This design comes from an exercise in tuning for small area on the open sky130 flow, not from production work. RTL that was checked went through simulation tests only; none was proved equivalent to the original. No activity file was given, so power comes from the tool's default toggle rates.

## run 1
==> flow/design.v (excerpt) <==
module debug_interpreter (
    input  wire          clk,
    input  wire          reset,
    input  wire          uart_rx_empty,
    input  wire          uart_read_response,
    input  wire [31:0]   uart_read_data,
    output logic         uart_read,
    input  wire          uart_write_response,
    output logic         uart_write,
    output logic [31:0]  uart_write_data,
    input  wire          finish_execution,
    output logic         core_clk_enable,
    output logic         core_reset,
    output logic         write_pulse,
    output logic [31:0]  num_of_cycles_to_pulse,
    output logic         reset_bus,
    output logic         memory_mux_selector,
    output logic [31:0]  end_position,
    output logic         memory_read,
    output logic         memory_write,
    output logic [31:0]  address,
    output logic [31:0]  write_data,
    input  wire  [31:0]  read_data
);
For scale: about 160 flip-flops, ~240 I/O pins, about 8900 sq um of cells after synthesis.
export LEC_CHECK = 0
export CAP_MARGIN = 20
export CORE_MARGIN = 2
export CORE_UTILIZATION = 40
export GPL_TIMING_DRIVEN = 0
export SLEW_MARGIN = 20
create_clock -name core_clock -period 5.0 [get_ports {clk}]
standard.sh (not shown) runs the stock make flow with config.mk's settings and CLKGATE_MAP_FILE= SYNTH_SCRIPT=/design/flow/synth_recipe.tcl, a recipe that flattens the netlist after the stock synthesis.
==> flow/flow/run.sh <==
#!/bin/bash
# Own flow: the standard layout (standard.sh, unchanged synthesis) with a few
# ORFS options set through the environment:
#  - port buffers: every input and output port still gets its own buffer, but the
#    smallest one (buf_1) instead of the default clkdlybuf4s50_1;
#  - the buffers ABC inserted during synthesis are removed at floorplan (placement is
#    not timing driven, so nothing else removes them); repair then adds what timing needs;
#  - clock tree: clkbuf_8 root, clkbuf_4/8 leaves in clusters at most 40 um across, no dummy loads.
# ORFS writes each tool's full log under orfs/logs; make's own output goes to standard.log.
set -euo pipefail
export BUFFER_PORTS_ARGS="-buffer_cell sky130_fd_sc_hd__buf_1"
export REMOVE_ABC_BUFFERS=1
export CTS_ARGS="-sink_clustering_enable -repair_clock_nets -dont_use_dummy_load -root_buf sky130_fd_sc_hd__clkbuf_8 -buf_list \"sky130_fd_sc_hd__clkbuf_4 sky130_fd_sc_hd__clkbuf_8\" -sink_clustering_max_diameter 40"
bash standard.sh > standard.log 2>&1
Input-level comparison between run 2 and run 1:
- setting CTS_BUF_LIST to sky130_fd_sc_hd__clkbuf_8 for the first time
- removing GPL_TIMING_DRIVEN (formerly 0)
==> flow/run.sh (new file) <==
#!/bin/bash
# synth_recipe.tcl (not shown) runs the flow's synth.tcl, then flattens the netlist and writes it again
# the make line also repeats each setting of config.mk as NAME=value (left out here)
make -C /OpenROAD-flow-scripts/flow DESIGN_CONFIG=/design/flow/config.mk WORK_HOME=/design/flow/orfs CLKGATE_MAP_FILE= SYNTH_SCRIPT=/design/flow/synth_recipe.tcl finish
removed: flow/flow/run.sh
removed: flow/standard.sh
Notes after the runs:
Run 2 has completed all stages; timing, DRC and antenna checks passed. Of run 2 and run 1, the lower fmax belongs to run 1. Delta (run 2 minus run 1): iteration-0 DRC count of the detailed router higher; total power higher. Per the comparison of run 2 with run 1, area added between synthesis and finish higher; first-pass GRT wire length higher.
#### Input delta (run 3 over run 2)
- a deleted CTS_BUF_LIST that had been sky130_fd_sc_hd__clkbuf_8
- an added GPL_TIMING_DRIVEN of 0
- a change of CORE_UTILIZATION from 40 to 55
==> flow/flow/run.sh (new file) <==
#!/bin/bash
# Own flow: the standard layout (standard.sh, unchanged synthesis) with a few
# ORFS options set through the environment:
#  - port buffers: every input and output port still gets its own buffer, but the
#    smallest one (buf_1) instead of the default clkdlybuf4s50_1;
#  - the buffers ABC inserted during synthesis are removed at floorplan (placement is
#    not timing driven, so nothing else removes them); repair then adds what timing needs;
#  - clock tree: clkbuf_8 buffers and no dummy loads.
# ORFS writes each tool's full log under orfs/logs; make's own output goes to standard.log.
set -euo pipefail
export BUFFER_PORTS_ARGS="-buffer_cell sky130_fd_sc_hd__buf_1"
export REMOVE_ABC_BUFFERS=1
export CTS_ARGS="-sink_clustering_enable -repair_clock_nets -dont_use_dummy_load -buf_list sky130_fd_sc_hd__clkbuf_8"
bash standard.sh > standard.log 2>&1
==> flow/standard.sh (new file) <==
#!/bin/bash
# synth_recipe.tcl (not shown) runs the flow's synth.tcl, then flattens the netlist and writes it again
# the make line also repeats each setting of config.mk as NAME=value (left out here)
make -C /OpenROAD-flow-scripts/flow DESIGN_CONFIG=/design/flow/config.mk WORK_HOME=/design/flow/orfs CLKGATE_MAP_FILE= SYNTH_SCRIPT=/design/flow/synth_recipe.tcl "${@:-finish}"
removed: flow/run.sh
- Run 3 reached the final stage; the timing, DRC and antenna checks on its layout passed.
- Min last weighted congestion value of the routability-driven placer across run 3 and run 2: run 2
- Cell row count for run 3: 8 down relative to run 2
- As far as number of violations of the max-capacitance limit is concerned, run 3 and run 2 perform about the same.
- Re met2 capacity usage during global routing: run 3 is 8.7 points up on run 2.
What run 4 does differently from run 3 at the input level:
- a change of CORE_UTILIZATION from 55 to 40
==> flow/flow/run.sh <==
#!/bin/bash
# Own flow: the standard layout (standard.sh, unchanged synthesis) with two
# placement/CTS options set through the environment:
#  - port buffers: every input and output port still gets its own buffer, but the
#    smallest one (buf_1) instead of the default clkdlybuf4s50_1;
#  - clock tree: clkbuf_8 buffers and no dummy loads.
# Each tool's output goes to ORFS's own logs under orfs/logs; make's output to standard.log.
set -euo pipefail
export BUFFER_PORTS_ARGS="-buffer_cell sky130_fd_sc_hd__buf_1"
export CTS_ARGS="-sink_clustering_enable -repair_clock_nets -dont_use_dummy_load -buf_list sky130_fd_sc_hd__clkbuf_8"
bash standard.sh > standard.log 2>&1
Notes after the runs:
- Clock-pin slew on the worst setup and hold paths delta (run 3 -> run 4): insignificant
- Compared with run 3, in run 4 wire length after detailed routing climbed about 12%; global-route track usage on met2 went down by 8.0 points; worst hold margin shows an increase of 15 ps; final total power increased by about 0.9% relative to the old numbers; first-iteration DRC count now smaller.
- Via count was lower in the run labelled run 3.

========
v26:
Starting RTL as in the previous note.
Settings: LEC_CHECK=0, CAP_MARGIN=20, CORE_MARGIN=2, CORE_UTILIZATION=40, GPL_TIMING_DRIVEN=1, SLEW_MARGIN=20; clock period 5.0 ns.
==> flow/flow/run.sh <==
#!/bin/bash
# Own flow: the standard layout (standard.sh, unchanged synthesis) with a few
# ORFS options set through the environment:
#  - port buffers: every input and output port still gets its own buffer, but the
#    smallest one (buf_1) instead of the default clkdlybuf4s50_1;
#  - the buffers ABC inserted during synthesis are removed at floorplan (placement is
#    not timing driven, so nothing else removes them); repair then adds what timing needs;
#  - clock tree: clkbuf_8 buffers and no dummy loads.
# ORFS writes each tool's full log under orfs/logs; make's own output goes to standard.log.
set -euo pipefail
export BUFFER_PORTS_ARGS="-buffer_cell sky130_fd_sc_hd__buf_1"
export REMOVE_ABC_BUFFERS=1
export CTS_ARGS="-sink_clustering_enable -repair_clock_nets -dont_use_dummy_load -buf_list sky130_fd_sc_hd__clkbuf_8"
bash standard.sh > standard.log 2>&1
Modified inputs, v30 compared to v26
# v26
export LEC_CHECK = 0
export CAP_MARGIN = 20
export CORE_MARGIN = 2
export CORE_UTILIZATION = 40
export GPL_TIMING_DRIVEN = 1
export SLEW_MARGIN = 20
create_clock -name core_clock -period 5.0 [get_ports {clk}]
# v30
export LEC_CHECK = 0
export CAP_MARGIN = 20
export CORE_MARGIN = 2
export CORE_UTILIZATION = 40
export GPL_TIMING_DRIVEN = 1
export PLACE_DENSITY = 0.75
export SLEW_MARGIN = 20
create_clock -name core_clock -period 5.0 [get_ports {clk}]
Findings:
Taking v26 as the reference, in v30 via count rose 69; total placed cells including tap cells comparable.
For the hold slack, v30 came in 0.0058 ns higher than v26 did.
Relative to v26, the detailed route wirelength on metal2 measured on v30 has decreased by a little under 10%.
v30: done, clean on timing, DRC and antenna
Setup changes, v30 to v22
# v30
export LEC_CHECK = 0
export CAP_MARGIN = 20
export CORE_MARGIN = 2
export CORE_UTILIZATION = 40
export GPL_TIMING_DRIVEN = 1
export PLACE_DENSITY = 0.75
export SLEW_MARGIN = 20
create_clock -name core_clock -period 5.0 [get_ports {clk}]
# v22
export LEC_CHECK = 0
export CAP_MARGIN = 20
export CORE_MARGIN = 2
export CORE_UTILIZATION = 40
export GPL_TIMING_DRIVEN = 0
export SLEW_MARGIN = 20
create_clock -name core_clock -period 5.0 [get_ports {clk}]
Results
v22 vs v30 on minimum hold slack: v22 is the lower one. v22 completed; timing, DRC and antenna clean. v30 → v22: number of buffers other than clock buffers in the final layout moved down; met1 demand-to-capacity share in global routing climbed 1.5 points; worst setup slack after layout climbed 0.065 ns; layout overhead on the synthesized area climbed 0.42 points; pre-CTS setup slack fell 0.55 ns. Diff v30 -> v22 | reported combinational group power | down by a few percent.

========
Another version of the RTL of debug_interpreter (not shown whole).
Size: about 910 cells after synthesis, about 160 flip-flops, about 240 I/O pins.
// debug_interpreter
module debug_interpreter (
    input  wire          clk,
    input  wire          reset,
    input  wire          uart_rx_empty,
    input  wire          uart_read_response,
    input  wire [31:0]   uart_read_data,
    output logic         uart_read,
    input  wire          uart_write_response,
    output logic         uart_write,
    output logic [31:0]  uart_write_data,
    input  wire          finish_execution,
    output logic         core_clk_enable,
    output logic         core_reset,
    output logic         write_pulse,
    output logic [31:0]  num_of_cycles_to_pulse,
    output logic         reset_bus,
    output logic         memory_mux_selector,
    output logic [31:0]  end_position,
    output logic         memory_read,
    output logic         memory_write,
    output logic [31:0]  address,
    output logic [31:0]  write_data,
    input  wire  [31:0]  read_data
);
Settings: LEC_CHECK=0, CAP_MARGIN=20, CORE_MARGIN=2, CORE_UTILIZATION=40, CTS_BUF_LIST=sky130_fd_sc_hd__clkbuf_4 sky130_fd_sc_hd__clkbuf_8, CTS_CLUSTER_SIZE=10, SLEW_MARGIN=20; clock period 5.0 ns.
run.sh (not shown) runs the stock make flow with config.mk's settings and CLKGATE_MAP_FILE= SYNTH_SCRIPT=/design/flow/synth_recipe.tcl, a recipe that flattens the netlist after the stock synthesis.
Stock flow here: none of the scripts above is used.
The baseline finished clean.
Change:
- CORE_UTILIZATION: 40 -> 55
- CTS_BUF_LIST: sky130_fd_sc_hd__clkbuf_4 sky130_fd_sc_hd__clkbuf_8 -> sky130_fd_sc_hd__clkbuf_8
- CTS_CLUSTER_SIZE: 10 -> default
- GPL_TIMING_DRIVEN: default -> 0
What happened: Worst setup slack degrades by 0.15 ns. Core utilization goes up by 22 points. Area after synthesis is unchanged. Register-to-register slack gets worse by 0.15 ns. First-iteration DRC count grows by 74%. Via count came out higher by 7.8%. Total power hardly moves. Wire length came out lower by 1.6%. Die area falls by 27%. Sequential share of layout area falls by 0.55 points. Count of clock-buffer cells in the layout fell by 1.
Change:
==> flow/flow/run.sh (new file) <==
#!/bin/bash
# Own flow: the standard layout (standard.sh, unchanged synthesis) with two
# placement/CTS options set through the environment:
#  - port buffers: every input and output port still gets its own buffer, but the
#    smallest one (buf_1) instead of the default clkdlybuf4s50_1;
#  - clock tree: clkbuf_8 buffers and no dummy loads.
# Each tool's output goes to ORFS's own logs under orfs/logs; make's output to standard.log.
set -euo pipefail
export BUFFER_PORTS_ARGS="-buffer_cell sky130_fd_sc_hd__buf_1"
export CTS_ARGS="-sink_clustering_enable -repair_clock_nets -dont_use_dummy_load -buf_list sky130_fd_sc_hd__clkbuf_8"
bash standard.sh > standard.log 2>&1
==> flow/standard.sh (new file) <==
#!/bin/bash
# synth_recipe.tcl (not shown) runs the flow's synth.tcl, then flattens the netlist and writes it again
# the make line also repeats each setting of config.mk as NAME=value (left out here)
make -C /OpenROAD-flow-scripts/flow DESIGN_CONFIG=/design/flow/config.mk WORK_HOME=/design/flow/orfs CLKGATE_MAP_FILE= SYNTH_SCRIPT=/design/flow/synth_recipe.tcl "${@:-finish}"
- CORE_UTILIZATION: 55 -> 40
- CTS_BUF_LIST: sky130_fd_sc_hd__clkbuf_8 -> default
removed: flow/run.sh
=>
- The changed run produced a clean layout
- non-clock buffer count went up by 7
- die area went up by about 36%
- cell area went down by 12%
- global-route usage went down by 9.6 points
- power went down by about 11%
- sequential share of layout area went up by 4.6 points
- critical path depth stays the same
- worst setup slack gets worse by 0.047 ns
- worst hold slack gets worse by 0.015 ns

========
== the baseline ==
debug_interpreter, a different RTL version from the one above (not shown whole).
Size: roughly 860 cells after synthesis, roughly 160 flip-flops.
Settings: LEC_CHECK=0, CAP_MARGIN=20, CORE_MARGIN=2, CORE_UTILIZATION=40, GPL_TIMING_DRIVEN=0, SLEW_MARGIN=20; clock period 5.0 ns.
Stock flow here: none of the scripts above is used.
Input changes introduced in the candidate (baseline for comparison: the baseline):
-- flow/config.mk --
<<< the baseline, line 11
export GPL_TIMING_DRIVEN = 0
>>> the candidate, line 11
==> comparison <==
- Wire length: the candidate < the baseline
- In the flow results for the candidate and the baseline, the final cell count is larger on the candidate.
- The candidate ends up with a sequential share of layout area that is 0.78 points lower than in the baseline.
- The lower post-detailed-placement cell area of the candidate and the baseline is in the baseline.
Function was not checked in any run of this note: the RTL went through the layout flow alone.

========
debug_interpreter with an RTL version that a note above also has.
Size: roughly 910 cells after synthesis, roughly 8900 um^2 of cells after synthesis.
==> flow/config.mk <==
export PLATFORM = sky130hd
export DESIGN_NAME = debug_interpreter
export DESIGN_NICKNAME = debug_interpreter
export VERILOG_FILES = /design/flow/design.v
export SDC_FILE = /design/flow/constraint.sdc
export NUM_CORES = 4
export LEC_CHECK = 0
export CAP_MARGIN = 20
export CORE_MARGIN = 2
export CORE_UTILIZATION = 40
export CTS_BUF_LIST = sky130_fd_sc_hd__clkbuf_8
export SLEW_MARGIN = 20
==> flow/constraint.sdc <==
create_clock -name core_clock -period 5.0 [get_ports {clk}]
set_input_delay 1.0000 -clock core_clock [delete_from_list [all_inputs] [get_ports {clk}]]
set_output_delay 1.0000 -clock core_clock [all_outputs]
set_load 0.01 [all_outputs]
Change:
==> flow/flow/run.sh (new file) <==
#!/bin/bash
# Own flow: the standard layout (standard.sh, unchanged synthesis) with a few
# ORFS options set through the environment:
#  - port buffers: every input and output port still gets its own buffer, but the
#    smallest one (buf_1) instead of the default clkdlybuf4s50_1;
#  - the buffers ABC inserted during synthesis are removed at floorplan (placement is
#    not timing driven, so nothing else removes them); repair then adds what timing needs;
#  - clock tree: clkbuf_8 buffers and no dummy loads.
# ORFS writes each tool's full log under orfs/logs; make's own output goes to standard.log.
set -euo pipefail
export BUFFER_PORTS_ARGS="-buffer_cell sky130_fd_sc_hd__buf_1"
export REMOVE_ABC_BUFFERS=1
export CTS_ARGS="-sink_clustering_enable -repair_clock_nets -dont_use_dummy_load -buf_list sky130_fd_sc_hd__clkbuf_8"
bash standard.sh > standard.log 2>&1
==> flow/standard.sh (new file) <==
#!/bin/bash
# synth_recipe.tcl (not shown) runs the flow's synth.tcl, then flattens the netlist and writes it again
# the make line also repeats each setting of config.mk as NAME=value (left out here)
make -C /OpenROAD-flow-scripts/flow DESIGN_CONFIG=/design/flow/config.mk WORK_HOME=/design/flow/orfs CLKGATE_MAP_FILE= SYNTH_SCRIPT=/design/flow/synth_recipe.tcl "${@:-finish}"
Settings changed: CTS_BUF_LIST sky130_fd_sc_hd__clkbuf_8 to not set, GPL_TIMING_DRIVEN set to 0.
removed: flow/run.sh
Effect:
- setup slack is worse by 0.16 ns
- non-clock buffer count drops by 6
- sequential share of layout area climbs by 4.5 points
- power drops by roughly a tenth
- utilization drops by 6.0 points
- wire length drops by a few percent
- final cell count drops slightly
- combinational power drops by a quarter to a third
- clock skew climbs by 0.012 ns

-- separate check: timing with driven ports --
How much do the figures lean on ideal ports? The routed layouts below were timed once more, with nothing changed but the port constraints. Step 1 assumes that a clkbuf_16 drives the clock port and a buf_2 every other input. Step 2 moves the port delays by t, midway between the first and last clock arrival at a register: inputs arrive t later, outputs are due t later. That takes back most of the time a late clock gives input paths. Slacks: no drivers / after step 1 / after step 2; pairs: no drivers / after step 1.
| run | shift t [ns] | setup slack, ns | worst setup path after step 2 | worst slew at a driven data input, ns |
|---|---|---|---|---|
| run 1 | 0.488 | 0.406 / 0.406 / 0.406 | register to register | 0.05 |
| run 2 | 0.491 | 0.472 / 0.472 / 0.472 | register to register | 0.09 |
| run 3 | 0.490 | 0.348 / 0.348 / 0.348 | register to register | 0.06 |
| run 4 | 0.486 | 0.324 / 0.324 / 0.324 | register to register | 0.08 |
| v26 | 0.492 | 0.634 / 0.634 / 0.634 | register to register | 0.04 |
| v30 | 0.502 | 0.340 / 0.340 / 0.340 | register to register | 0.07 |
| v22 | 0.488 | 0.406 / 0.406 / 0.406 | register to register | 0.05 |
| the first run of note 3 | 0.523 | 0.342 / 0.342 / 0.342 | register to register | 0.06 |
| the second run of note 3 | 0.500 | 0.189 / 0.189 / 0.189 | register to register | 0.07 |
| the third run of note 3 | 0.485 | 0.142 / 0.142 / 0.142 | register to register | 0.07 |
| the baseline | 0.484 | 0.130 / 0.149 / -0.335 | input to register | 0.08 |
| the candidate | 0.491 | 0.272 / 0.291 / -0.200 | input to register | 0.06 |
| the first run of note 5 | 0.523 | 0.342 / 0.342 / 0.342 | register to register | 0.06 |
| the second run of note 5 | 0.479 | 0.183 / 0.183 / 0.183 | register to register | 0.07 |
With both steps, setup timing fails in the baseline and the candidate, where it was met with ideal ports. The setup slack of the candidate, which loses most, moves by +0.019 ns with the drivers and by -0.472 ns with both steps.
